Source: an optimization exercise on an open RTL-to-GDS flow (aim: small area, a short achievable clock period and few clock cycles). Production flows keep margins and buffers that such runs may drop.
Only simulation tests tie the RTL to the original design; equivalence was not proved.
Power figures rest on the tool's default switching activity, not on a simulated workload.

--- config.mk ---
export PLATFORM = sky130hd
export DESIGN_NAME = graph_depth_first_search_core
export DESIGN_NICKNAME = graph_depth_first_search_core
export VERILOG_FILES = /design/flow/design.v
export SDC_FILE = /design/flow/constraint.sdc
export NUM_CORES = 4
export LEC_CHECK = 0
export CAP_MARGIN = 20
export CORE_MARGIN = 2
export CORE_UTILIZATION = 40
export CTS_CLUSTER_DIAMETER = 100
export CTS_CLUSTER_SIZE = 20
export SETUP_SLACK_MARGIN = 5
export SLEW_MARGIN = 20
export TNS_END_PERCENT = 100
--- constraint.sdc ---
create_clock -name core_clock -period 10.0 [get_ports {clock}]
set_input_delay 2.0000 -clock core_clock [delete_from_list [all_inputs] [get_ports {clock}]]
set_output_delay 2.0000 -clock core_clock [all_outputs]
set_load 0.01 [all_outputs]
--- design.v ---
`default_nettype none
package gdfs_pkg;
   localparam int MAX_VERTICES = 16;
   localparam int MAX_DEGREE   = 8;
   localparam int OP_W     = 2;
   localparam int VERTEX_W = $clog2(MAX_VERTICES);
   localparam int SLOT_W   = $clog2(MAX_DEGREE);
   localparam int DEG_W    = $clog2(MAX_DEGREE + 1);
   localparam int DEPTH_W  = $clog2(MAX_VERTICES + 1);
   localparam int CFG_W    = 5;
   localparam int STATUS_W = 2;
   localparam int ADJ_AW   = VERTEX_W + SLOT_W;
   localparam int ADJ_DEPTH = MAX_VERTICES * MAX_DEGREE;
   localparam logic [CFG_W-1:0] VCOUNT_RESET = CFG_W'(16);
   localparam logic [OP_W-1:0] OP_CLEAR = 2'd0;
   localparam logic [OP_W-1:0] OP_ADD   = 2'd1;
   localparam logic [OP_W-1:0] OP_TRAV  = 2'd2;
   localparam logic [OP_W-1:0] OP_PATH  = 2'd3;
   localparam logic [STATUS_W-1:0] ST_OK      = 2'd0;
   localparam logic [STATUS_W-1:0] ST_NO_PATH = 2'd1;
   localparam logic [STATUS_W-1:0] ST_RANGE   = 2'd2;
   localparam logic [STATUS_W-1:0] ST_FULL    = 2'd3;
   typedef struct packed {
      logic                latch_req;
      logic                clear_deg;
      logic                load_da;
      logic                load_db;
      logic                edge_wr1;
      logic                edge_wr2;
      logic                start;
      logic                fetch;
      logic                pop;
      logic                push;
      logic                out_load;
      logic                out_status_only;
      logic [STATUS_W-1:0] out_status;
   } gdfs_cmd_type;
   typedef struct packed {
      logic [OP_W-1:0] opcode;
      logic            a_ok;
      logic            b_ok;
      logic            edge_full;
      logic            start_is_target;
      logic            stack_empty;
      logic            has_next;
      logic            nb_new;
      logic            nb_is_target;
      logic            emit_last;
      logic            out_free;
   } gdfs_stat_type;
endpackage
`default_nettype wire
`default_nettype none
module gdfs_ram (
   input  wire logic         clock,
   input  wire logic [15:0]  wr_en,      
   input  wire logic [63:0]  wr_data,    
   input  wire logic [15:0]  rd_sel,     
   output      logic [31:0]  rd_list
);
   logic [31:0] mem_ff [16];
   always_ff @(posedge clock) begin
      for (int u = 0; u < 16; u++) begin
         if (wr_en[u]) begin
            mem_ff[u] <= {mem_ff[u][27:0], wr_data[u*4 +: 4]};
         end
      end
   end
   always_comb begin
      rd_list = '0;
      for (int u = 0; u < 16; u++) begin
         rd_list = rd_list | ({32{rd_sel[u]}} & mem_ff[u]);
      end
   end
endmodule
`default_nettype wire
`default_nettype none
import gdfs_pkg::*;
module graph_depth_first_search_core (
   input  wire logic                clock,
   input  wire logic                reset,
   input  wire logic                req_valid,
   output      logic                req_ready,
   input  wire logic [OP_W-1:0]     req_opcode,
   input  wire logic [VERTEX_W-1:0] req_vertex_a,
   input  wire logic [VERTEX_W-1:0] req_vertex_b,
   output      logic                rsp_valid,
   input  wire logic                rsp_ready,
   output      logic [VERTEX_W-1:0] rsp_vertex_out,
   output      logic                rsp_last_of_run,
   output      logic [STATUS_W-1:0] rsp_status,
   input  wire logic                csr_valid,
   output      logic                csr_ready,
   input  wire logic [CFG_W-1:0]    csr_vertex_count
);
   localparam logic [1:0] E_IDLE = 2'd0;
   localparam logic [1:0] E_ONE  = 2'd1;
   localparam logic [1:0] E_WALK = 2'd2;
   logic [CFG_W-1:0] vcount_ff;
   always_ff @(posedge clock) begin
      if (reset) begin
         vcount_ff <= VCOUNT_RESET;
      end else if (csr_valid) begin
         vcount_ff <= csr_vertex_count;
      end
   end
   assign csr_ready = 1'b1;
   logic       qv_ff;
   logic [1:0] qop_ff;
   logic [3:0] qa_ff;
   logic [3:0] qb_ff;
   logic       req_fire;
   logic       take;
   assign req_ready = !qv_ff;
   assign req_fire  = req_valid && !qv_ff;
   always_ff @(posedge clock) begin
      if (reset) begin
         qv_ff <= 1'b0;
      end else if (take) begin
         qv_ff <= 1'b0;
      end else if (req_fire) begin
         qv_ff <= 1'b1;
      end
   end
   always_ff @(posedge clock) begin
      if (req_fire) begin
         qop_ff <= req_opcode;
         qa_ff  <= req_vertex_a;
         qb_ff  <= req_vertex_b;
      end
   end
   logic [1:0] nop;
   logic [3:0] na;
   logic [3:0] nb;
   logic       na_ok;
   logic       nb_ok;
   logic       n_walk;
   assign nop    = qv_ff ? qop_ff : req_opcode;
   assign na     = qv_ff ? qa_ff : req_vertex_a;
   assign nb     = qv_ff ? qb_ff : req_vertex_b;
   assign na_ok  = vcount_ff[4] || (na < vcount_ff[3:0]);
   assign nb_ok  = vcount_ff[4] || (nb < vcount_ff[3:0]);
   assign n_walk = na_ok && ((nop == OP_TRAV) || (nop == OP_PATH && nb_ok && na != nb));
   logic [1:0]  est_ff;
   logic [1:0]  cop_ff;
   logic [3:0]  ca_ff;
   logic [3:0]  cb_ff;
   logic        cok_ff;        
   logic        half_ff;       
   logic [3:0]  deg_ff [16];
   logic [15:0] vis_ff;
   logic [3:0]  stk_ff [16];
   logic [15:0] live_ff;
   logic [15:0] curv_oh;       
   logic [3:0]  pend_ff;       
   logic        em_ff;
   logic        pv_ff;
   logic [6:0]  ptok_ff;
   logic        pem_ff;        
   logic [3:0]  petop_ff;
   logic [3:0]  e_ff;          
   logic [3:0]  etop_ff;       
   logic       hv_ff;
   logic [6:0] h_ff;
   logic       oadv;
   assign oadv = !hv_ff || rsp_ready;
   logic [15:0] wr_en;
   logic [63:0] wr_data;
   logic [31:0] row;
   gdfs_ram u_adj (
      .clock   (clock),
      .wr_en   (wr_en),
      .wr_data (wr_data),
      .rd_sel  (curv_oh),
      .rd_list (row)
   );
   logic go;
   logic [15:0] a_oh;
   logic [15:0] b_oh;
   logic [15:0] d_full;        
   logic [15:0] d_ge7;         
   logic [15:0] d_zero;
   logic [15:0] d_gt1;
   logic        self_loop;
   logic        add_full;
   logic        add_do;
   logic        clr_do;
   always_comb begin
      for (int u = 0; u < 16; u++) begin
         a_oh[u]   = (ca_ff == 4'(u));
         b_oh[u]   = (cb_ff == 4'(u));
         d_full[u] = deg_ff[u][3];
         d_ge7[u]  = deg_ff[u][3] || (deg_ff[u][2:0] == 3'd7);
         d_zero[u] = (deg_ff[u] == 4'd0);
         d_gt1[u]  = (deg_ff[u] > 4'd1);
      end
   end
   assign self_loop = (ca_ff == cb_ff);
   assign add_full  = !half_ff && (self_loop ? |(a_oh & d_ge7) : |((a_oh | b_oh) & d_full));
   assign add_do    = go && (est_ff == E_ONE) && (cop_ff == OP_ADD) && cok_ff && !add_full;
   assign clr_do    = go && (est_ff == E_ONE) && (cop_ff == OP_CLEAR);
   always_comb begin
      for (int u = 0; u < 16; u++) begin
         wr_data[u*4 +: 4] = a_oh[u] ? cb_ff : ca_ff;
         wr_en[u]          = add_do && (a_oh[u] || b_oh[u]);
      end
   end
   always_ff @(posedge clock) begin
      for (int u = 0; u < 16; u++) begin
         if (reset || clr_do) begin
            deg_ff[u] <= 4'd0;
         end else if (wr_en[u]) begin
            deg_ff[u] <= deg_ff[u] + 4'd1;
         end
      end
   end
   always_ff @(posedge clock) begin
      if (take) begin
         half_ff <= 1'b0;
      end else if (add_do) begin
         half_ff <= 1'b1;
      end
   end
   logic [3:0]  dv;
   logic [7:0]  unv;
   logic [7:0]  sel;
   logic [7:0]  nbr_tgt;
   logic [7:0]  nbr_w;
   logic [3:0]  w;
   logic [15:0] w_oh;
   logic        push;
   logic        w_live;
   logic        v_live;
   logic        found;
   logic [15:0] jh;            
   logic [15:0] live_rest;     
   logic [3:0]  jpos;          
   logic [3:0]  stk_j2;        
   logic        any_live;
   logic        b_isolated;
   always_comb begin
      dv = '0;
      for (int u = 0; u < 16; u++) begin
         dv = dv | ({4{curv_oh[u]}} & deg_ff[u]);
      end
   end
   always_comb begin
      for (int k = 0; k < 8; k++) begin
         unv[k]     = (4'(k) < dv) && !vis_ff[row[k*4 +: 4]];
         nbr_tgt[k] = (row[k*4 +: 4] == cb_ff);
      end
      for (int k = 0; k < 8; k++) begin
         sel[k] = unv[k] && ((unv >> (k + 1)) == 8'd0);
      end
      w = '0;
      for (int k = 0; k < 8; k++) begin
         w = w | ({4{sel[k]}} & row[k*4 +: 4]);
      end
      for (int k = 0; k < 8; k++) begin
         nbr_w[k] = (row[k*4 +: 4] == w);
      end
      for (int u = 0; u < 16; u++) begin
         w_oh[u] = (w == 4'(u));
      end
   end
   assign push   = |unv;
   assign v_live = |(unv & ~nbr_w);
   assign w_live = |(w_oh & d_gt1);
   assign found  = (cop_ff == OP_PATH) && |(sel & nbr_tgt);
   always_comb begin
      jh   = '0;
      jpos = '0;
      for (int i = 0; i < 16; i++) begin
         if (live_ff[i]) begin
            jh   = 16'(1) << i;
            jpos = 4'(i + 1);
         end
      end
      live_rest = live_ff & ~jh;
      stk_j2    = '0;
      for (int i = 0; i < 16; i++) begin
         if (live_rest[i]) begin
            stk_j2 = stk_ff[i];
         end
      end
   end
   assign any_live   = |live_ff;
   assign b_isolated = (cop_ff == OP_PATH) && |(b_oh & d_zero);
   logic       fin;            
   logic       eng_v;
   logic [3:0] eng_vx;
   logic       eng_last;
   logic [1:0] eng_st;
   logic       walk_end;
   assign walk_end = !any_live || b_isolated || ((vis_ff | d_zero) == 16'hffff) ||
                     (!push && (live_rest == '0));
   always_comb begin
      fin      = 1'b0;
      eng_v    = 1'b0;
      eng_vx   = '0;
      eng_last = 1'b1;
      eng_st   = ST_OK;
      case (est_ff)
         E_ONE: begin
            fin   = (cop_ff != OP_ADD) || !cok_ff || add_full || !self_loop || half_ff;
            eng_v = fin;
            if (!cok_ff) begin
               eng_st = ST_RANGE;
            end else if (cop_ff == OP_ADD && add_full) begin
               eng_st = ST_FULL;
            end else if (cop_ff == OP_PATH) begin
               eng_vx = ca_ff;
            end
         end
         E_WALK: begin
            if (walk_end) begin
               fin   = 1'b1;
               eng_v = 1'b1;
               if (cop_ff == OP_PATH) begin
                  eng_st = ST_NO_PATH;
               end else begin
                  eng_vx = pend_ff;
               end
            end else if (push) begin
               if (cop_ff == OP_TRAV) begin
                  eng_v    = 1'b1;
                  eng_vx   = pend_ff;
                  eng_last = 1'b0;
               end else if (found) begin
                  fin      = 1'b1;
                  eng_v    = 1'b1;
                  eng_vx   = stk_ff[0];
                  eng_last = 1'b0;
               end
            end
         end
         default: begin
            fin = 1'b1;
         end
      endcase
   end
   assign go   = oadv && !pv_ff;
   assign take = go && fin && (qv_ff || req_valid);
   always_ff @(posedge clock) begin
      if (reset) begin
         est_ff <= E_IDLE;
      end else if (go && fin) begin
         est_ff <= take ? (n_walk ? E_WALK : E_ONE) : E_IDLE;
      end
   end
   always_ff @(posedge clock) begin
      if (take) begin
         cop_ff <= nop;
         ca_ff  <= na;
         cb_ff  <= nb;
         cok_ff <= (nop == OP_CLEAR) || (na_ok && (nb_ok || nop == OP_TRAV));
      end
   end
   always_ff @(posedge clock) begin
      if (take) begin
         vis_ff    <= 16'(1) << na;
         live_ff   <= 16'd1;
         curv_oh   <= 16'(1) << na;
         pend_ff   <= na;
      end else if (go && est_ff == E_WALK) begin
         if (push) begin
            vis_ff  <= vis_ff | w_oh;
            pend_ff <= w;
            for (int i = 0; i < 16; i++) begin
               if (jh[i]) begin
                  live_ff[i] <= v_live;
               end
               if (i > 0 && jh[i-1]) begin
                  live_ff[i] <= w_live;
               end
            end
            curv_oh <= w_live ? w_oh : (v_live ? curv_oh : (16'(1) << stk_j2));
         end else begin
            live_ff <= live_rest;
            curv_oh <= 16'(1) << stk_j2;
         end
      end
   end
   always_ff @(posedge clock) begin
      if (take) begin
         stk_ff[0] <= na;
      end
      if (go && est_ff == E_WALK && push) begin
         for (int i = 1; i < 16; i++) begin
            if (jh[i-1]) begin
               stk_ff[i] <= w;
            end
         end
      end
   end
   logic       em_last;
   logic [3:0] em_vx;
   logic       found_evt;
   assign em_vx     = stk_ff[e_ff];
   assign em_last   = (e_ff == etop_ff);
   assign found_evt = go && (est_ff == E_WALK) && !walk_end && push && found;
   always_ff @(posedge clock) begin
      if (reset) begin
         em_ff <= 1'b0;
         pv_ff <= 1'b0;
      end else if (oadv) begin
         if (em_ff) begin
            e_ff <= e_ff + 4'd1;
            if (em_last) begin
               em_ff <= 1'b0;
            end
            if (go && eng_v) begin
               pv_ff <= 1'b1;
            end
         end else if (pv_ff) begin
            pv_ff <= 1'b0;
            if (pem_ff) begin
               em_ff   <= 1'b1;
               e_ff    <= 4'd1;
               etop_ff <= petop_ff;
            end
         end else if (found_evt) begin
            em_ff   <= 1'b1;
            e_ff    <= 4'd1;
            etop_ff <= jpos;
         end
      end
   end
   always_ff @(posedge clock) begin
      if (em_ff && go && eng_v) begin
         ptok_ff  <= {eng_vx, eng_last, eng_st};
         pem_ff   <= found_evt;
         petop_ff <= jpos;
      end
   end
   logic       tok_v;
   logic [6:0] tok;
   assign tok_v = em_ff || pv_ff || (go && eng_v);
   assign tok   = em_ff ? {em_vx, em_last, ST_OK} :
                  pv_ff ? ptok_ff : {eng_vx, eng_last, eng_st};
   always_ff @(posedge clock) begin
      if (reset) begin
         hv_ff <= 1'b0;
      end else if (oadv) begin
         hv_ff <= tok_v;
      end
   end
   always_ff @(posedge clock) begin
      if (oadv) begin
         h_ff <= tok;
      end
   end
   assign rsp_valid       = hv_ff;
   assign rsp_vertex_out  = h_ff[6:3];
   assign rsp_last_of_run = h_ff[2];
   assign rsp_status      = h_ff[1:0];
endmodule
`default_nettype wire
--- run.sh ---
#!/bin/bash
# synth_recipe.tcl (not shown) runs the flow's synth.tcl, then flattens the netlist and writes it again
# the make line also repeats each setting of config.mk as NAME=value (left out here)
make -C /OpenROAD-flow-scripts/flow DESIGN_CONFIG=/design/flow/config.mk WORK_HOME=/design/flow/orfs CLKGATE_MAP_FILE= SYNTH_SCRIPT=/design/flow/synth_recipe.tcl finish
==> summary.txt, run 1 <==
Synthesized Nets around 3000; minimum clock period 5.52 ns; full die area 93200 um2; drt drc 0; CTS root buf clkbuf_16; Slew @ Worst Pin about 1 ns; DRT iter0 DRCs approximately 4200; Net Sw Frac 32.0%; highest-count cells in the layout ignoring fill and taps edfxtp_1 (656), nor2_1 (219), buf_4 (172); Die X a little over 300 um; Lkg Pwr between 10 and 15 nW; grt total ovfl 0; share of layout cells above drive strength 1 18.7%; #FFs+latches synth about 750; Critical Path Sink Type register; WS Path Type reg -> reg; hold_ws ~0.40 ns; vias in the first global route between 20000 and 30000; largest net degree at the start of global routing 65; outcome no timing/DRC/antenna violations; worst path required time 10.43 ns; CTS tree built; count of warnings emitted by yosys 6; htree depth 2; Final Max Slew Viols 0; Die Span Y roughly 310 um; Area Overhead vs Synth 15.9%; leading cell type in the layout, fill and taps excluded edfxtp_1; Layout Nets around 3200; dpl cells 4004; Tcrit/Tclk final between 50% and 60%; GRT Total Usage between 20% and 30%; Comb power frac 24.1%; Num CTS Buffers 44; Mean Syn Cell Area 12.2 um2; post-DR vias/cell roughly 6.6; cells after synthesis around 3000; Sw Pwr approximately 2.3 mW; clk_skew 0.0938 ns; HP Start u_adj.mem_ff[13][5]; DRT antenna net count 0; Final Power between 7 and 8 mW; Critical path origin curv_oh[13]; dpl hpwl between 70000 and 80000 um; clk slew on worst S/H paths ~0.1 ns; # hold bufs at CTS 0; Slew headroom approximately a third; Pwr Density roughly 170 nW/um2; Max Fclk 0.181 GHz; antenna violations before repair 0; CTS Sinks 748; Hold WC Path Type reg -> reg; WL final ~130000 um; Yosys cell types 106; CP arrival 5.94 ns; final count of negative-setup-slack endpoints 0; final hold viol count 0; DR vias between 20000 and 30000; Boundary Pins 30; number of enable flip-flop cells after synthesis between 600 and 700; Initial Util about two fifths; TNS Setup 0 ns; worst r2r src curv_oh[13]; core area 90000 um2; Pint 4.94 mW; VDD IR max 0.131 mV; commonest register cell after synthesis edfxtp_1; max_cap viols 0; Placer Congestion about 0.97; insertion delay to the later sink of the worst-skew pair between 0.6 and 0.7 ns; port bufs 28; register area share after synthesis about 59%; Std-Cell Rows 110; share of synthesized flip-flops with an asynchronous set or reset 0%; drt pass-1 iters 7; RSZ-0062 raised after global routing yes; Seq pwr share between 40% and 50%; clock share of power a little over a quarter; post-synthesis cell area around 36000 um2; first-pass GRT wire length approximately 190000 um; CP Launch Type register; Clock Tree Buf Depth 3; CP max FO 9; Final Non-Filler Cells roughly 4300; wire per inst ~31 um
through the flow:
| stage | worst slack, ns | util (%) | instance area (um2) |
|---|---|---|---|
| floorplan | 5.04 | - | 36300 |
| global placement | 2.87 | 41.6 | 37400 |
| detailed placement | 2.73 | 41.6 | 37400 |
| CTS | 4.66 | 45.7 | 41200 |
| global route | 4.34 | 46.7 | 42100 |
| finish | 4.48 | 46.7 | 42100 |
timing repair:
action / CTS / global route
gates resized for setup: 256 / 112
setup buffers: 114 / 44
pin swaps: 53 / 54
hold endpoints to repair: 0 / 0
setup endpoints to repair: 807 / 371
gates cloned: 17 / 5
metal layers:
layer | GRT usage (%) | part of all wire (%) | up-vias
met1 | 37.8 | 40 | 13900
met2 | 41.0 | 44 | 2016
met3 | 4.87 | 11 | 369
met4 | 12.4 | 5.4 | 0
met5 | 0 | 0 | -
li1 | - | - | 11700
synthesized netlist by cell type (all sizes together) (15+ instances only):
master | count | area share (%)
a211oi | 18 | 0.37
a21boi | 32 | 0.69
a21o | 16 | 0.33
a21oi | 135 | 1.9
a221oi | 120 | 2.9
a22o | 106 | 2.6
a22oi | 118 | 2.5
a31o | 15 | 0.36
a31oi | 21 | 0.36
and2 | 22 | 0.38
and3 | 17 | 0.29
and4 | 26 | 0.63
buf | 106 | 2.0
clkbuf | 129 | 1.3
dfxtp | 92 | 5.1
edfxtp | 656 | 54
ha | 76 | 2.6
inv | 69 | 0.71
mux2 | 15 | 0.47
mux2i | 120 | 3.3
nand2 | 180 | 1.9
nand2b | 19 | 0.33
nand3 | 74 | 1.0
nand3b | 16 | 0.34
nand4 | 38 | 0.65
nor2 | 237 | 2.5
nor2b | 46 | 0.79
nor3 | 38 | 0.54
nor4 | 19 | 0.36
o211ai | 19 | 0.44
o21ai | 98 | 1.4
o22ai | 17 | 0.29
xnor2 | 56 | 1.4
xor2 | 40 | 0.97
power by group through the flow:
| stage | combinational [mW] | clock, mW | sequential [mW] |
|---|---|---|---|
| detailed placement | 1.26 | 0 | 3.70 |
| global placement | 1.24 | 0 | 3.70 |
| CTS | 1.62 | 1.91 | 3.61 |
| floorplan | 0.946 | 0 | 3.55 |
| global route | 1.82 | 2.01 | 3.62 |
| finish | 1.75 | 1.89 | 3.62 |
area by class of cell:
type	count	area, um2
diodes	1	2.50
clock buffers	64	1180
clock inverters	6	97.6
fillers	7988	47900
inverters	71	305
multi-input cells	1929	14800
flip-flops and latches	748	21500
well taps	1176	1470
repair buffers	258	2610
repair inverters	2	25.0
registers in the layout, indices dropped and copies added, names as in the netlist, 5 cells and up:
name          cells
stk_ff           64
vcount_ff         5
curv_oh          16
deg_ff           64
live_ff          16
u_adj.mem_ff    512
vis_ff           16
ptok_ff           7
h_ff              7
worst paths after layout:
check,cells after the start,to,slack [ns]
max,22,curv_oh[1],4.48
min reg2reg,0,u_adj.mem_ff[13][9],0.40
min,0,u_adj.mem_ff[13][9],0.40
max reg2reg,22,curv_oh[1],4.48
worst max-delay path, stage by stage, from the launching register on:
cell       delay, ns
edfxtp_1        0.41
buf_8           0.17
buf_12          0.13
buf_16          0.16
a22o_1          0.21
a221oi_2        0.22
and4_4          0.35
buf_4           0.16
mux2i_1         0.07
nand3_1         0.18
a311o_1         0.32
o211ai_4        0.13
or3_4           0.43
o21bai_1        0.17
a21o_2          0.19
buf_12          0.12
mux2_2          0.33
and3_4          0.19
a2111oi_4       0.30
buf_4           0.19
a21oi_4         0.09
or4b_4          0.58
o211ai_1        0.17
cells by family after synthesis:
| kind of cell | synth area share (%) |
|---|---|
| AOI/OAI and AO/OA | 16.9 |
| and+or+nand+nor | 10.8 |
| DFF | 59.3 |
| buffers and inverters | 4.11 |
| muxes | 3.90 |
| xor gates and xnor gates | 2.32 |
| adders and majority gates | 2.67 |
| other | 0.0103 |
Testbench counts, summed over its fixed seeds: cycles 12,069.
==> run 2: changes to the inputs <==
--- a/config.mk
+++ b/config.mk
@@ -7,2 +7,3 @@
 export LEC_CHECK = 0
+export ABC_AREA = 1
 export CAP_MARGIN = 20
==> run 2 against run 1 <==
Compared with the run above:
- still clean on timing, DRC and antenna
- die area grew 1.8%
- synthesized cell count grew 32%
- count of clock-buffer cells in the layout grew 2
- clock power grew 2%
- non-clock buffer count shrank 107
- total power grew 17%
- critical path type unchanged
- critical endpoint is now curv_oh[2]
- largest cell class unchanged
==> summary.txt, run 2 <==
register area share after synthesis 58.3% (-1.1 points); adder-cell share of the synthesized area 2.57% (-0.10 points); Die Span Y 308 um (+0.91%); outcome no timing/DRC/antenna violations; #FFs+latches synth 748 (unchanged); reg2reg end curv_oh[2]; multiplexer area fraction after synthesis 0% (-3.9 points); full die area 94900 um2 (+1.8%); share of layout cells above drive strength 1 9.27% (-9.5 points); WS Path Type reg -> reg; Initial Util 40.3% (about the same); final hold viol count 0 (unchanged); Post-synth top cells nand2_1 (1190), edfxtp_1 (656), nor2_1 (358); area leader, netlist edfxtp_1; top flop regs u_adj.mem_ff: 512 flops, deg_ff: 64 flops, stk_ff: 64 flops; DR vias 29800 (+6.6%); post-DR vias/cell 5.73 (-13%); core area 91700 um2 (+1.8%); area share of the largest cell type after synthesis 53.3% (-0.99 points); Synthesized Nets 4010 (+31%); largest family of logic cells by synthesized area simple AND/OR/NAND/NOR gates; WL final 126000 um (-3.4%); commonest register cell after synthesis edfxtp_1; Area Overhead vs Synth 10.6%; vias in the first global route 27600 (+2.5%); VDD IR max 0.125 mV (-4.5%); dpl cells 5055 (+26%); clk slew on worst S/H paths 0.09 ns (about the same); share of synthesized flip-flops with an asynchronous set or reset 0% (unchanged); flop-to-flop setup slack 5.16 ns (+0.68 ns); first-pass GRT wire length 184000 um (-1.8%); DRT antenna net count 0 (unchanged); ANT cells 0 (-1); top post-synthesis cells by area edfxtp_1 (53%), nand2_1 (12%), dfxtp_1 (5.0%), nor2_1 (3.6%), o21ai_0 (3.3%); highest-count cells in the layout ignoring fill and taps nand2_1 (1184), edfxtp_1 (656), nor2_1 (327); r2r worst-path depth 25 (+14%); Final Non-Filler Cells 5208 (+22%); CTS tree built; count of warnings emitted by yosys 6 (unchanged); Tcrit/Tclk final 48.4% (-6.8 points); drt drc 0 (unchanged); Num CTS Buffers 45 (+2.3%); antenna violations before repair 0 (unchanged); CTS Sinks 748 (unchanged); insertion delay to the later sink of the worst-skew pair 0.65 ns (about the same); CP Launch Type register; worst path required time 10.48 ns (+0.05 ns); final count of negative-setup-slack endpoints 0 (unchanged); Std-Cell Rows 111 (+0.91%); GRT Total Usage 26.1% (-0.92 points); DRT iter0 DRCs 3982 (-6.2%); htree depth 2 (unchanged); Hold WC Path Type reg -> reg; largest register by flop count u_adj.mem_ff; Final Max Slew Viols 0 (unchanged); Slew headroom 30.2% (-3.3 points); CP arrival 5.32 ns (-0.62 ns); Clock Tree Buf Depth 3 (unchanged); post-synthesis simple-gate area fraction 23.8% (+13 points); minimum clock period 4.84 ns (-0.680 ns); XOR/XNOR Fraction of Synth Area 0.592% (-1.7 points); HP Start u_adj.mem_ff[7][24]; Yosys cell types 59 (-44%); max reg flops 512 (unchanged); Pwr Density 208 nW/um2 (+20%); final core utilization 44.6% (-2.1 points); largest net degree at the start of global routing 50 (-23%); Layout Nets 4093 (+30%); Final WS setup 5.16 ns (+0.680 ns); Place WS 3.82 ns (+1.09 ns); Lkg Pwr 15.7 nW (+13%); Boundary Pins 30 (unchanged); Critical Path Sink Type register; Worst Hold Path EP u_adj.mem_ff[7][28]; most frequent cell after synthesis nand2_1; dpl hpwl 85700 um (+8.2%); leading cell type in the layout, fill and taps excluded nand2_1; Slew @ Worst Pin 1.05 ns (+0.0512 ns); hold path depth 0 (unchanged); Synth Area in Compound Gates 9.19% (-7.7 points); Mean Syn Cell Area 9.45 um2 (-23%); cells after synthesis 3914 (+32%); RSZ-0062 raised after global routing yes; Max Fclk 0.207 GHz (+14%); CP max FO 31 (+22); worst r2r src curv_oh[15]; port bufs 28 (unchanged); drt pass-1 iters 9 (+2); max_cap viols 0 (unchanged); CTS root buf clkbuf_16; Placer Congestion 0.978 (+0.30%); grt total ovfl 0 (unchanged); Die X 308 um (+0.91%); post-synthesis cell area 37000 um2 (+1.9%); number of enable flip-flop cells after synthesis 656 (unchanged); clk_skew 0.0386 ns (-0.0552 ns); wire per inst 24.2 um (-21%); TNS Setup 0 ns (unchanged)
[run 2: per-stage QoR]
stage	hold WS [ns]	cell area (um2)	power, mW
finish	0.446	40900	8.49
global route	0.456	40900	8.83
CTS	0.443	40300	8.34
detailed placement	0.433	38500	6.31
global placement	0.428	38500	6.31
floorplan	0.426	37000	5.40
[run 2: layout make-up]
cell class              count  area (um2)
clock buffers              66        1200
clock inverters             6         106
fillers                  8795       50800
inverters                 356        1370
multi-input cells        2695       13800
flip-flops and latches    748       21500
well taps                1186        1480
repair buffers            151        1350
[run 2: per-layer routing]
metal | track usage, % | share of wire (%) | vias to the layer above
met5 | 0 | 0 | -
met4 | 9.71 | 4.1 | 0
met3 | 3.74 | 10 | 280
met2 | 38.8 | 42 | 1730
met1 | 38.7 | 43 | 14300
li1 | - | - | 13500
[run 2: how the worst max path moves through the flow]
stage	from	endpoint	slack (ns)	cells past startpoint
after floorplan	rsp_ready	deg_ff[11][3]	4.91	12
after global placement	curv_oh[2]	vis_ff[1]	3.81	28
after detailed placement	curv_oh[2]	vis_ff[2]	3.82	28
after CTS	curv_oh[2]	vis_ff[7]	5.00	27
after global routing	curv_oh[2]	curv_oh[14]	4.98	32
final	curv_oh[15]	curv_oh[2]	5.16	25
[run 2: power by group]
group | switching, mW | internal (mW)
combinational | 2.13 | 0.802
clock | 1.07 | 0.857
sequential | 0.102 | 3.53
[run 2: cells by family after synthesis]
group	Yosys count
XOR/XNOR	25
buffers and inverters	476
other	1
flip-flops	748
AND/OR/NAND/NOR	2015
adder cells (fa/ha/maj)	76
AO/OA/AOI/OAI	573
[run 2: worst max-delay path, stage by stage, from the launching register on]
cell      delay [ns]
edfxtp_1        0.40
buf_6           0.41
inv_2           0.23
o21ai_0         0.25
nor2_1          0.06
nand3_1         0.14
nand2_1         0.16
o21ai_2         0.34
nand3_2         0.17
nand2_4         0.17
inv_2           0.12
nand4_1         0.14
nand4_1         0.12
nor2_1          0.43
nor2_4          0.15
nand3_1         0.15
nand2_1         0.08
nor2_1          0.18
nand2_4         0.14
nor2_8          0.18
nor2_4          0.07
nor2_4          0.18
nand2_1         0.11
nand2_1         0.07
nand2_1         0.05
nand2_1         0.14
[run 2: timing repair]
item / in CTS / in global routing
buffers inserted: 34 / 42
cloned: 0 / 5
resized for setup: 62 / 46
pin swaps: 13 / 21
hold buffers: 0 / 0
endpoints found under the setup margin: 432 / 337
==> run 3: changes to the inputs <==
--- a/config.mk
+++ b/config.mk
@@ -10,3 +10,3 @@
 export CORE_MARGIN = 2
-export CORE_UTILIZATION = 40
+export CORE_UTILIZATION = 30
 export CTS_CLUSTER_DIAMETER = 100
==> run 3 against run 2 <==
Compared with the run above:
- hold slack got worse by 0.019 ns
- maximum frequency decreased by 0.49%
- synthesized area unchanged
- sequential share of layout area decreased by 0.85 points
- largest power group unchanged
- total power increased by 0.68%
- critical endpoint is now curv_oh[3]
- first-iteration DRC count increased by 8.4%
- synthesized cell count unchanged
- clock skew increased by 0.0073 ns
- cell count increased by 8.4%
- combinational power about the same
==> summary.txt, run 3 <==
Std-Cell Rows 128 (+15%); Die Span Y 355 um (+15%); outcome no timing/DRC/antenna violations; wire per inst 22.5 um (-7.0%); top flop regs u_adj.mem_ff: 512 flops, deg_ff: 64 flops, stk_ff: 64 flops; Final Max Slew Viols 0 (unchanged); final hold viol count 0 (unchanged); r2r worst-path depth 30 (+20%); ANT cells 0 (unchanged); grt total ovfl 0 (unchanged); Slew @ Worst Pin 0.976 ns (-0.0707 ns); largest register by flop count u_adj.mem_ff; leading cell type in the layout, fill and taps excluded nand2_1; GRT Total Usage 19.4% (-6.7 points); register area share after synthesis 58.3% (unchanged); RSZ-0062 raised after global routing no; htree depth 2 (unchanged); area leader, netlist edfxtp_1; CP arrival 5.25 ns (-0.07 ns); Slew headroom 33.2% (+3.0 points); max incr delay on CP 0.39 ns (-0.04 ns); max reg flops 512 (unchanged); share of synthesized flip-flops with an asynchronous set or reset 0% (unchanged); max_cap viols 0 (unchanged); CTS Sinks 748 (unchanged); core area 122000 um2 (+33%); cells after synthesis 3914 (unchanged); #FFs+latches synth 748 (unchanged); Hold WC Path Type reg -> reg; first-pass GRT wire length 185000 um (+0.44%); insertion delay to the later sink of the worst-skew pair 0.67 ns (+0.02 ns); Area Overhead vs Synth 12.4%; antenna violations before repair 0 (unchanged); highest-count cells in the layout ignoring fill and taps nand2_1 (1182), edfxtp_1 (656), nor2_1 (328); Max Fclk 0.206 GHz (-0.49%); Clock Tree Buf Depth 3 (unchanged); post-DR vias/cell 5.26 (-8.1%); Initial Util 30.3% (-10 points); clk_skew 0.0459 ns (+0.00729 ns); fillers 12400 (+41%); WL final 127000 um (+0.77%); dpl hpwl 86800 um (+1.3%); VDD IR max 0.139 mV (+11%); CTS tree built; worst path required time 10.39 ns (-0.09 ns); Placer Congestion 0.976 (-0.18%); Placed Area 39000 um2 (+1.4%); minimum clock period 4.86 ns (+0.0238 ns); fin area 41600 um2 (+1.6%); DRT antenna net count 0 (unchanged); WS Path Type reg -> reg; Critical Path Sink Type register; Lkg Pwr 15.7 nW (+0.15%); CP Launch Type register; count of warnings emitted by yosys 6 (unchanged); DR vias 29700 (-0.40%); largest net degree at the start of global routing 50 (unchanged); Layout Nets 4093 (unchanged); share of layout cells above drive strength 1 9.38% (+0.10 points); # hold bufs at CTS 0 (unchanged); Num CTS Buffers 45 (unchanged); CTS root buf clkbuf_16; final count of negative-setup-slack endpoints 0 (unchanged); Synthesized Nets 4010 (unchanged); port bufs 28 (unchanged); Yosys cell types 59 (unchanged); slowest CP cell edfxtp_1; clk slew on worst S/H paths 0.11 ns (+0.02 ns); most frequent CP cell nand2_1; Boundary Pins 30 (unchanged); full die area 126000 um2 (+33%); most frequent cell after synthesis nand2_1; commonest register cell after synthesis edfxtp_1; TNS Setup 0 ns (unchanged); Mean Syn Cell Area 9.45 um2 (unchanged); drt pass-1 iters 9 (unchanged); vias in the first global route 28100 (+1.6%); number of enable flip-flop cells after synthesis 656 (unchanged); DRT iter0 DRCs 4316 (+8.4%); Post-synth top cells nand2_1 (1190), edfxtp_1 (656), nor2_1 (358); Die X 355 um (+15%); hold path depth 0 (unchanged); CP max FO 23 (-26%); Pwr Density 206 nW/um2 (-0.94%); area share of the largest cell type after synthesis 53.3% (unchanged); drt drc 0 (unchanged); post-synthesis cell area 37000 um2 (unchanged); top post-synthesis cells by area edfxtp_1 (53%), nand2_1 (12%), dfxtp_1 (5.0%), nor2_1 (3.6%), o21ai_0 (3.3%); Tcrit/Tclk final 48.6% (+0.24 points)
## run 3: report_power, final
| group | internal [mW] | switching [mW] |
|---|---|---|
| Clock | 0.866 | 1.10 |
| Combinational | 0.794 | 2.16 |
| Sequential | 3.53 | 0.100 |
| Total | 5.19 | 3.36 |
## run 3: path summary, 6_finish.rpt
check	startpoint	end	slack [ns]
worst max-delay path	curv_oh[5]	curv_oh[3]	5.14
worst min-delay path	u_adj.mem_ff[4][1]	u_adj.mem_ff[4][5]	0.43
worst max register to register	curv_oh[5]	curv_oh[3]	5.14
worst min register to register	u_adj.mem_ff[4][1]	u_adj.mem_ff[4][5]	0.43
## run 3: metrics by stage
step	hold slack (ns)	cells	util [%]	power [mW]	worst slack, ns
2_1_floorplan	0.426	3914	-	5.40	4.91
3_3_place_gp	0.428	5494	32.0	6.32	3.59
3_5_place_dp	0.432	5494	32.0	6.32	3.57
4_1_cts	0.432	5598	33.5	8.38	5.00
5_1_grt	0.432	5645	34.1	8.88	5.00
6_report	0.427	5645	34.1	8.55	5.14
## run 3: logic make-up (layout without fill, tap and decap cells)
group / count (synthesis) / count (layout) / synth area share [%]
flip-flops: 748 / 748 / 58.3
AND/OR/NAND/NOR: 2015 / 2021 / 23.8
buffers and inverters: 476 / 576 / 5.60
adder cells (fa/ha/maj): 76 / 76 / 2.57
AO/OA/AOI/OAI: 573 / 573 / 9.19
other: 1 / 1 / 0.0101
XOR/XNOR: 25 / 25 / 0.592
## run 3: area by class of cell
type / count / area, um2 / area share, %
Sequential cell: 748 / 21500 / 51.8
Multi-Input combinational cell: 2696 / 13900 / 33.4
Tap cell: 1625 / 2030 / 4.89
Timing Repair Buffer: 150 / 1390 / 3.34
Inverter: 356 / 1370 / 3.30
Clock buffer: 63 / 1200 / 2.90
Clock inverter: 7 / 141 / 0.340
## run 3: what timing repair did
action,4_1_cts,5_1_grt
endpoints found under the hold margin,0,0
pin swaps,12,20
resized for setup,67,59
setup endpoints to repair,650,140
gates cloned,0,7
buffers inserted,34,40
## run 3: routing by layer
layer / vias up / track usage (%) / wire length, um
met4: 0 / 7.35 / 5270
li1: 13500 / - / -
met2: 1581 / 29.8 / 55700
met3: 264 / 3.20 / 12000
met1: 14300 / 27.4 / 54200
met5: - / 0 / 0
## run 3: critical path, delay by kind of cell, from the launching register on
family,cells,cell delay (ns)
compound gates,1,0.09
buf+inv,9,1.74
flops,1,0.39
simple gates,20,2.32
==> run 4: changes to the inputs <==
==> flow/run.sh (new file) <==
#!/bin/bash
set -euo pipefail
sed 's/"\${@:-finish}"/SETUP_SLACK_MARGIN=6 "${@:-finish}"/' standard.sh > standard_margin.sh
grep -q 'SETUP_SLACK_MARGIN=6' standard_margin.sh
bash standard_margin.sh > layout.log 2>&1
==> standard.sh (new file) <==
#!/bin/bash
# synth_recipe.tcl (not shown) runs the flow's synth.tcl, then flattens the netlist and writes it again
# the make line also repeats each setting of config.mk as NAME=value (left out here)
make -C /OpenROAD-flow-scripts/flow DESIGN_CONFIG=/design/flow/config.mk WORK_HOME=/design/flow/orfs CLKGATE_MAP_FILE= SYNTH_SCRIPT=/design/flow/synth_recipe.tcl "${@:-finish}"
--- a/config.mk
+++ b/config.mk
@@ -10,5 +10,5 @@
 export CORE_MARGIN = 2
-export CORE_UTILIZATION = 30
+export CORE_UTILIZATION = 40
 export CTS_CLUSTER_DIAMETER = 100
-export CTS_CLUSTER_SIZE = 20
+export CTS_CLUSTER_SIZE = 30
 export SETUP_SLACK_MARGIN = 5
removed: run.sh
==> run 4 against run 3 <==
Compared with the run above:
- hold slack worse by 0.0077 ns
- non-clock buffer count is 268 higher
- routed wire length grew 11%
- flip-flop and latch count is the same
- die area decreased by 25%
- critical path type unchanged
==> summary.txt, run 4 <==
final count of negative-setup-slack endpoints 0 (unchanged); grt total ovfl 0 (unchanged); count of warnings emitted by yosys 6 (unchanged); wire per inst 25.8 um (+15%); Lkg Pwr 17.9 nW (+14%); flop-to-flop setup slack 5.39 ns (+0.25 ns); vias in the first global route 29300 (+4.4%); FF+latch area 21500 um2 (about the same); Comb power frac 43.0% (+8.4 points); CP arrival 4.99 ns (-0.26 ns); Mean Syn Cell Area 9.45 um2 (unchanged); antenna violations before repair 3 (+3); share of synthesized flip-flops with an asynchronous set or reset 0% (unchanged); clk slew on worst S/H paths 0.12 ns (about the same); Seq pwr share 37.9% (-4.5 points); area leader, netlist edfxtp_1; TNS Setup 0 ns (unchanged); most frequent CP cell nand2_1; Final Non-Filler Cells 5472 (-3.1%); leading cell type in the layout, fill and taps excluded nand2_1; max reg flops 512 (unchanged); full die area 94900 um2 (-25%); Hold WC Path Type reg -> reg; RSZ-0062 raised after global routing yes; Post-synth top cells nand2_1 (1190), edfxtp_1 (656), nor2_1 (358); dpl hpwl 87400 um (+0.64%); port bufs 28 (unchanged); outcome no timing/DRC/antenna violations; Synthesized Nets 4010 (unchanged); worst path required time 10.38 ns (about the same); area of the multi-input gates 15600 um2 (+12%); Pint 5.71 mW (+10%); Pwr Density 208 nW/um2 (+0.91%); largest register by flop count u_adj.mem_ff; Max Fclk 0.217 GHz (+5.4%); top flop regs u_adj.mem_ff: 512 flops, deg_ff: 64 flops, stk_ff: 64 flops; area share of the largest cell type after synthesis 53.3% (unchanged); top post-synthesis cells by area edfxtp_1 (53%), nand2_1 (12%), dfxtp_1 (5.0%), nor2_1 (3.6%), o21ai_0 (3.3%); multiplexer area fraction after synthesis 0% (unchanged); CTS Sinks 748 (unchanged); highest-count cells in the layout ignoring fill and taps nand2_1 (1085), edfxtp_1 (656), inv_1 (279); commonest register cell after synthesis edfxtp_1; first-pass GRT wire length 196000 um (+6.2%); Place WS 4.04 ns (+0.467 ns); Boundary Pins 30 (unchanged); Slew headroom 34.4% (+1.1 points); Tcrit/Tclk final 46.1% (-2.5 points); minimum clock period 4.61 ns (-0.248 ns); register area share after synthesis 58.3% (unchanged); VDD IR max 0.150 mV (+8.1%); Placer Congestion 0.968 (-0.83%); Sw Pwr 3.89 mW (+16%); Std-Cell Rows 111 (-13%); CP max FO 9 (-61%); core area 91700 um2 (-25%); Initial Util 40.3% (+10 points); most frequent cell after synthesis nand2_1; XOR/XNOR Fraction of Synth Area 0.592% (unchanged); post-synthesis cell area 37000 um2 (unchanged); WL final 141000 um (+11%); DRT iter0 DRCs 4531 (+5.0%); Clock Tree Buf Depth 3 (unchanged); drt pass-1 iters 6 (-3); CP Launch Type register; Area Overhead vs Synth 25.1%; drt drc 0 (unchanged); DRT antenna net count 0 (unchanged); Net Sw Frac 40.5% (+1.1 points); clock share of power 19.2% (-3.8 points); Critical Path Sink Type register; hold path depth 0 (unchanged); clk_skew 0.0550 ns (+0.00913 ns); Worst Hold Path EP u_adj.mem_ff[4][5]; #FFs+latches synth 748 (unchanged); Layout Nets 4362 (+6.6%); CTS root buf clkbuf_16; CTS tree built; DR vias 31800 (+7.0%); HP Start u_adj.mem_ff[4][1]; post-synthesis simple-gate area fraction 23.8% (unchanged); GRT Total Usage 28.2% (+8.8 points); final core utilization 50.5% (+16 points); Die Span Y 308 um (-13%); post-DR vias/cell 5.81 (+10%); worst r2r src curv_oh[12]; max_cap viols 0 (unchanged); Yosys cell types 59 (unchanged); number of enable flip-flop cells after synthesis 656 (unchanged); largest net degree at the start of global routing 50 (unchanged); adder-cell share of the synthesized area 2.57% (unchanged); dpl cells 5056 (-8.0%); r2r worst-path depth 32 (+6.7%); htree depth 2 (unchanged); WS Path Type reg -> reg; final hold viol count 0 (unchanged); slowest CP cell edfxtp_1; Num CTS Buffers 35 (-22%); largest family of logic cells by synthesized area simple AND/OR/NAND/NOR gates; reg2reg end curv_oh[8]; insertion delay to the later sink of the worst-skew pair 0.63 ns (-0.04 ns); Final WS setup 5.39 ns (+0.248 ns); Slew @ Worst Pin 0.975 ns (-0.000946 ns); Synth Area in Compound Gates 9.19% (unchanged); Final Power 9.60 mW (+12%); cells after synthesis 3914 (unchanged); fillers 8184 (-34%); max incr delay on CP 0.52 ns (+0.13 ns); Final Max Slew Viols 0 (unchanged); Die X 308 um (-13%); share of layout cells above drive strength 1 22.9% (+14 points)
run 4: cell counts after synthesis:
Identical to the previous run, type by type.
run 4: layer usage:
metal | wire length, um | vias up | global-route usage (%)
met5 | 13 | - | 0
met4 | 8010 | 2 | 12.9
met1 | 56500 | 15300 | 38.9
li1 | - | 14100 | -
met2 | 60700 | 1932 | 43.3
met3 | 16200 | 454 | 4.95
run 4: worst max-delay path, delay by kind of cell (launching register included):
kind / cells / cell delay, ns
compound gates: 1 / 0.22
buf+inv: 6 / 0.81
flops: 1 / 0.52
simple gates: 25 / 2.77
run 4: cell families after synthesis:
| logic type | Yosys count |
|---|---|
| DFF | 748 |
| xor gates and xnor gates | 25 |
| buffers and inverters | 476 |
| and+or+nand+nor | 2015 |
| AOI/OAI and AO/OA | 573 |
| adders and majority gates | 76 |
| other | 1 |
run 4: worst max path at each step:
stage                           start            end  slack (ns)
after global routing      curv_oh[11]     curv_oh[0]        5.30
after floorplan             rsp_ready  deg_ff[10][3]        5.72
final                     curv_oh[12]     curv_oh[8]        5.39
after detailed placement   curv_oh[5]     curv_oh[9]        4.04
after global placement     curv_oh[5]    curv_oh[11]        4.02
after CTS                  curv_oh[3]     curv_oh[1]        5.63
run 4: per-stage QoR:
stage          cell area, um2  hold slack [ns]
4_1_cts                 43800            0.423
6_report                46300            0.420
5_1_grt                 46200            0.421
3_5_place_dp            38500            0.432
3_3_place_gp            38500            0.429
2_1_floorplan           37100            0.426
run 4: layout make-up:
type	count	area share, %
diodes	3	0.0162
clock buffers	40	2.03
clock inverters	14	0.563
inverters	356	3.20
multi-input cells	2705	33.7
flip-flops and latches	748	46.6
well taps	1186	3.21
repair buffers	418	10.7
repair inverters	2	0.0352
run 4: power groups by stage:
| stage | Clock, mW | Combinational (mW) | Sequential, mW |
|---|---|---|---|
| floorplan | 0 | 1.77 | 3.64 |
| global placement | 0 | 2.67 | 3.69 |
| detailed placement | 0 | 2.66 | 3.69 |
| CTS | 1.86 | 3.54 | 3.62 |
| global route | 1.95 | 4.31 | 3.64 |
| finish | 1.84 | 4.13 | 3.63 |
run 4: timing repair:
item                       CTS  global route
cloned                      29            19
buffers inserted           210           101
resized for setup          460           302
setup endpoints to repair  837           758
pin swaps                  107           137
hold buffers                 0             0
hold endpoints to repair     0             0
==> run 5: changes to the inputs <==
--- a/design.v
+++ b/design.v
@@ -228,2 +228,3 @@
    logic [7:0]  nbr_w;
+   logic [7:0]  nbr_gt1;
    logic [3:0]  w;
@@ -261,4 +262,6 @@
       end
-      for (int u = 0; u < 16; u++) begin
-         w_oh[u] = (w == 4'(u));
+      w_oh = '0;
+      for (int k = 0; k < 8; k++) begin
+         w_oh = w_oh | ({16{sel[k]}} & (16'(1) << row[k*4 +: 4]));
+         nbr_gt1[k] = d_gt1[row[k*4 +: 4]];
       end
@@ -267,3 +270,3 @@
    assign v_live = |(unv & ~nbr_w);
-   assign w_live = |(w_oh & d_gt1);
+   assign w_live = |(sel & nbr_gt1);
    assign found  = (cop_ff == OP_PATH) && |(sel & nbr_tgt);
==> run.sh (new file) <==
#!/bin/bash
# synth_recipe.tcl (not shown) runs the flow's synth.tcl, then flattens the netlist and writes it again
# the make line also repeats each setting of config.mk as NAME=value (left out here)
make -C /OpenROAD-flow-scripts/flow DESIGN_CONFIG=/design/flow/config.mk WORK_HOME=/design/flow/orfs CLKGATE_MAP_FILE= SYNTH_SCRIPT=/design/flow/synth_recipe.tcl finish
removed: flow/run.sh
removed: standard.sh
==> run 5 against run 4 <==
Compared with the run above:
- still clean on timing, DRC and antenna
- via count up 1.7%
- count of clock-buffer cells in the layout rose by 1
- clock power is 5% lower
- synthesized cell count rose by 11%
- routed wire length decreased by 3.7%
- combinational power shrank 31%
- sequential power about the same
- clock skew down 0.0078 ns
- critical path type unchanged
- largest cell class unchanged
==> summary.txt, run 5 <==
outcome no timing/DRC/antenna violations; Yosys cell types 66 (+12%); post-synthesis simple-gate area fraction 24.8% (+0.98 points); Max Fclk 0.204 GHz (-5.8%); Synth Area in Compound Gates 10.6% (+1.5 points); Final WS setup 5.11 ns (-0.282 ns); clk_skew 0.0472 ns (-0.00784 ns); Placer Congestion 0.990 (+2.3%); share of layout cells above drive strength 1 8.91% (-14 points); minimum clock period 4.89 ns (+0.282 ns); CTS Sinks 748 (unchanged); Tcrit/Tclk final 48.9% (+2.8 points); final count of negative-setup-slack endpoints 0 (unchanged); Final Max Slew Viols 0 (unchanged); Hold WC Path Type reg -> reg; CP Launch Type register; Pint 4.99 mW (-13%); first-pass GRT wire length 198000 um (+0.75%); share of synthesized flip-flops with an asynchronous set or reset 0% (unchanged); count of warnings emitted by yosys 6 (unchanged); clk slew on worst S/H paths 0.11 ns (about the same); Post-synth top cells nand2_1 (1303), edfxtp_1 (656), nor2_1 (442); DR vias 32400 (+1.7%); Critical Path Sink Type register; drt pass-1 iters 8 (+2); Net Sw Frac 39.3% (-1.2 points); highest-count cells in the layout ignoring fill and taps nand2_1 (1298), edfxtp_1 (656), nor2_1 (419); antenna violations before repair 1 (-2); Comb power frac 34.4% (-8.6 points); core area 96700 um2 (+5.5%); full die area 100000 um2 (+5.5%); port bufs 28 (unchanged); post-synthesis cell area 39000 um2 (+5.6%); Pwr Density 192 nW/um2 (-7.5%); area of the multi-input gates 15500 um2 (-0.28%); FF+latch area 21500 um2 (about the same); Lkg Pwr 16.3 nW (-9.0%); Die X 316 um (+2.7%); ANT cells 0 (-3); CTS tree built; CP cell instances nor2_1 > inv_1 > nor2_1 > inv_1 > o21ai_0 > inv_1 > o22ai_1 > nor4_1 > nand2_1 > o21ai_1 > nand3_1 > nor2_1 > inv_1 > buf_4 > nor2_4 > buf_4; largest register by flop count u_adj.mem_ff; GRT Total Usage 26.7% (-1.5 points); Mean Syn Cell Area 9.01 um2 (-4.6%); Initial Util 40.4% (about the same); register area share after synthesis 55.2% (-3.1 points); Placed Area 40600 um2 (+5.5%); most frequent CP cell inv_1; number of enable flip-flop cells after synthesis 656 (unchanged); Layout Nets 4486 (+2.8%); Area Overhead vs Synth 9.69%; Seq pwr share 44.4% (+6.5 points); Die Span Y 316 um (+2.7%); WL final 136000 um (-3.7%); commonest register cell after synthesis edfxtp_1; Slew headroom 17.5% (-17 points); TNS Setup 0 ns (unchanged); DRT antenna net count 0 (unchanged); post-DR vias/cell 5.69 (-2.1%); VDD IR max 0.120 mV (-20%); Synthesized Nets 4430 (+10%); max reg flops 512 (unchanged); RSZ-0062 raised after global routing yes; #FFs+latches synth 748 (unchanged); cells after synthesis 4334 (+11%); Boundary Pins 30 (unchanged); DRT iter0 DRCs 3776 (-17%); CP arrival 5.13 ns (+0.14 ns); XOR/XNOR Fraction of Synth Area 0.830% (+0.24 points); Final Power 8.22 mW (-14%); largest family of logic cells by synthesized area simple AND/OR/NAND/NOR gates; htree depth 2 (unchanged); multiplexer area fraction after synthesis 0% (unchanged); insertion delay to the later sink of the worst-skew pair 0.62 ns (about the same); fin area 42800 um2 (-7.4%); grt total ovfl 0 (unchanged); wire per inst 24.0 um (-7.3%); clock share of power 21.2% (+2.0 points); worst path required time 10.23 ns (-0.15 ns); largest net degree at the start of global routing 50 (unchanged); max_cap viols 0 (unchanged); top post-synthesis cells by area edfxtp_1 (50%), nand2_1 (13%), dfxtp_1 (4.7%), nor2_1 (4.2%), inv_1 (3.4%); top flop regs u_adj.mem_ff: 512 flops, deg_ff: 64 flops, stk_ff: 64 flops; vias in the first global route 29700 (+1.4%); slowest CP cell edfxtp_1; adder-cell share of the synthesized area 2.44% (-0.14 points); CTS root buf clkbuf_16; # hold bufs at CTS 0 (unchanged); fillers 9476 (+16%); area share of the largest cell type after synthesis 50.5% (-2.8 points); Sw Pwr 3.23 mW (-17%); most frequent cell after synthesis nand2_1; drt drc 0 (unchanged); Num CTS Buffers 34 (-2.9%); WS Path Type reg -> reg; Slew @ Worst Pin 1.24 ns (+0.261 ns); CP max FO 24 (+15); Clock Tree Buf Depth 3 (unchanged); Std-Cell Rows 114 (+2.7%); leading cell type in the layout, fill and taps excluded nand2_1; Place WS 3.62 ns (-0.424 ns); final hold viol count 0 (unchanged); area leader, netlist edfxtp_1; dpl hpwl 94200 um (+7.8%); max incr delay on CP 0.81 ns (+0.29 ns)
run 5: cell types whose count changed in the layout (fill, tap and decap cells not counted), moves of 45 or more:
cell	change
buf_12	-53
nand3_1	+45
nor2_4	-45
buf_4	-120
nand3_2	-49
nor2_1	+155
nand2_1	+213
nand2_2	-67
inv_1	+66
run 5: cells by family (layout without fill, tap and decap cells):
kind of cell,after synthesis,count (layout)
simple gates,2233,2238
other cells,1,1
xor+xnor,37,37
flops,748,748
compound gates,690,690
buf+inv,549,620
fa+ha+maj,76,76
run 5: final timing paths:
path | from | to | slack [ns] | cells after the start
min | u_adj.mem_ff[5][20] | u_adj.mem_ff[5][24] | 0.43 | 0
max | stk_ff[0][0] | u_adj.mem_ff[2][24] | 5.11 | 16
max reg2reg | stk_ff[0][0] | u_adj.mem_ff[2][24] | 5.11 | 16
min reg2reg | u_adj.mem_ff[5][20] | u_adj.mem_ff[5][24] | 0.43 | 0
run 5: power by group through the flow:
stage               Sequential, mW  Combinational [mW]  Clock (mW)
global route                  3.65                3.07        1.86
finish                        3.65                2.83        1.74
detailed placement            3.72                2.59           0
floorplan                     3.62                1.84           0
global placement              3.72                2.59           0
CTS                           3.64                2.68        1.76
run 5: cell type report:
class,count,area share [%]
clock buffer,41,2.10
clock inverter,15,0.479
inverter,401,3.65
multi-input combinational,3042,36.3
sequential,748,50.3
tap,1276,3.73
timing repair buffer,161,3.42
timing repair inverter,2,0.0380
run 5: timing repair:
| action | CTS | global route |
|---|---|---|
| endpoints found under the setup margin | 300 | 322 |
| resized for setup | 36 | 62 |
| setup buffers | 23 | 51 |
| pin swaps | 6 | 24 |
| gates cloned | 3 | 4 |
run 5: layer usage:
| metal | global-route usage [%] | vias to the layer above | share of wire, % |
|---|---|---|---|
| li1 | - | 14900 | - |
| met1 | 40.1 | 15500 | 45 |
| met2 | 39.3 | 1699 | 42 |
| met3 | 3.87 | 269 | 9.6 |
| met4 | 9.10 | 0 | 3.6 |
| met5 | 0 | - | 0 |
run 5: per-stage QoR:
step | hold WS [ns] | std cells | util (%)
floorplan | 0.426 | 4334 | -
global placement | 0.428 | 5549 | 42.0
detailed placement | 0.432 | 5549 | 42.0
CTS | 0.421 | 5631 | 43.5
global route | 0.435 | 5686 | 44.3
finish | 0.430 | 5686 | 44.3
run 5: critical path, delay by kind of cell (launching register included):
kind | cells | cell delay, ns
DFF | 1 | 0.81
AOI/OAI and AO/OA | 3 | 0.63
and+or+nand+nor | 7 | 1.68
buffers and inverters | 6 | 1.38
Testbench counts of run 5, summed over its fixed seeds: cycles 12,069.

what the ideal ports hide:
How much do the figures lean on ideal ports? The routed layouts below were timed once more, with nothing changed but the port constraints.
Step 1: set_driving_cell puts a clkbuf_16 on clock and a buf_2 on each other input, an assumption about the parent block.
Step 2 times the ports against the registers' clock, not the clock port: input delays grow and output delays shrink by t, the midpoint of the rising clock arrivals with the driver on.
Slacks: ideal ports / drivers / drivers and shift; pairs: ideal ports / drivers.
run	shift t [ns]	slack for setup (ns)	worst data-port slew with drivers (ns)
run 1	0.670	4.483 / 4.483 / 4.306	0.04
run 2	0.704	5.163 / 5.163 / 4.710	0.03
run 3	0.713	5.140 / 5.140 / 4.738	0.03
run 4	0.680	5.387 / 5.387 / 5.134	0.03
run 5	0.660	5.105 / 5.105 / 4.636	0.03
After both steps setup and hold are still met in every run listed. The setup slack of run 5, which loses most, moves by 0.000 ns with the drivers and by -0.469 ns with both steps.
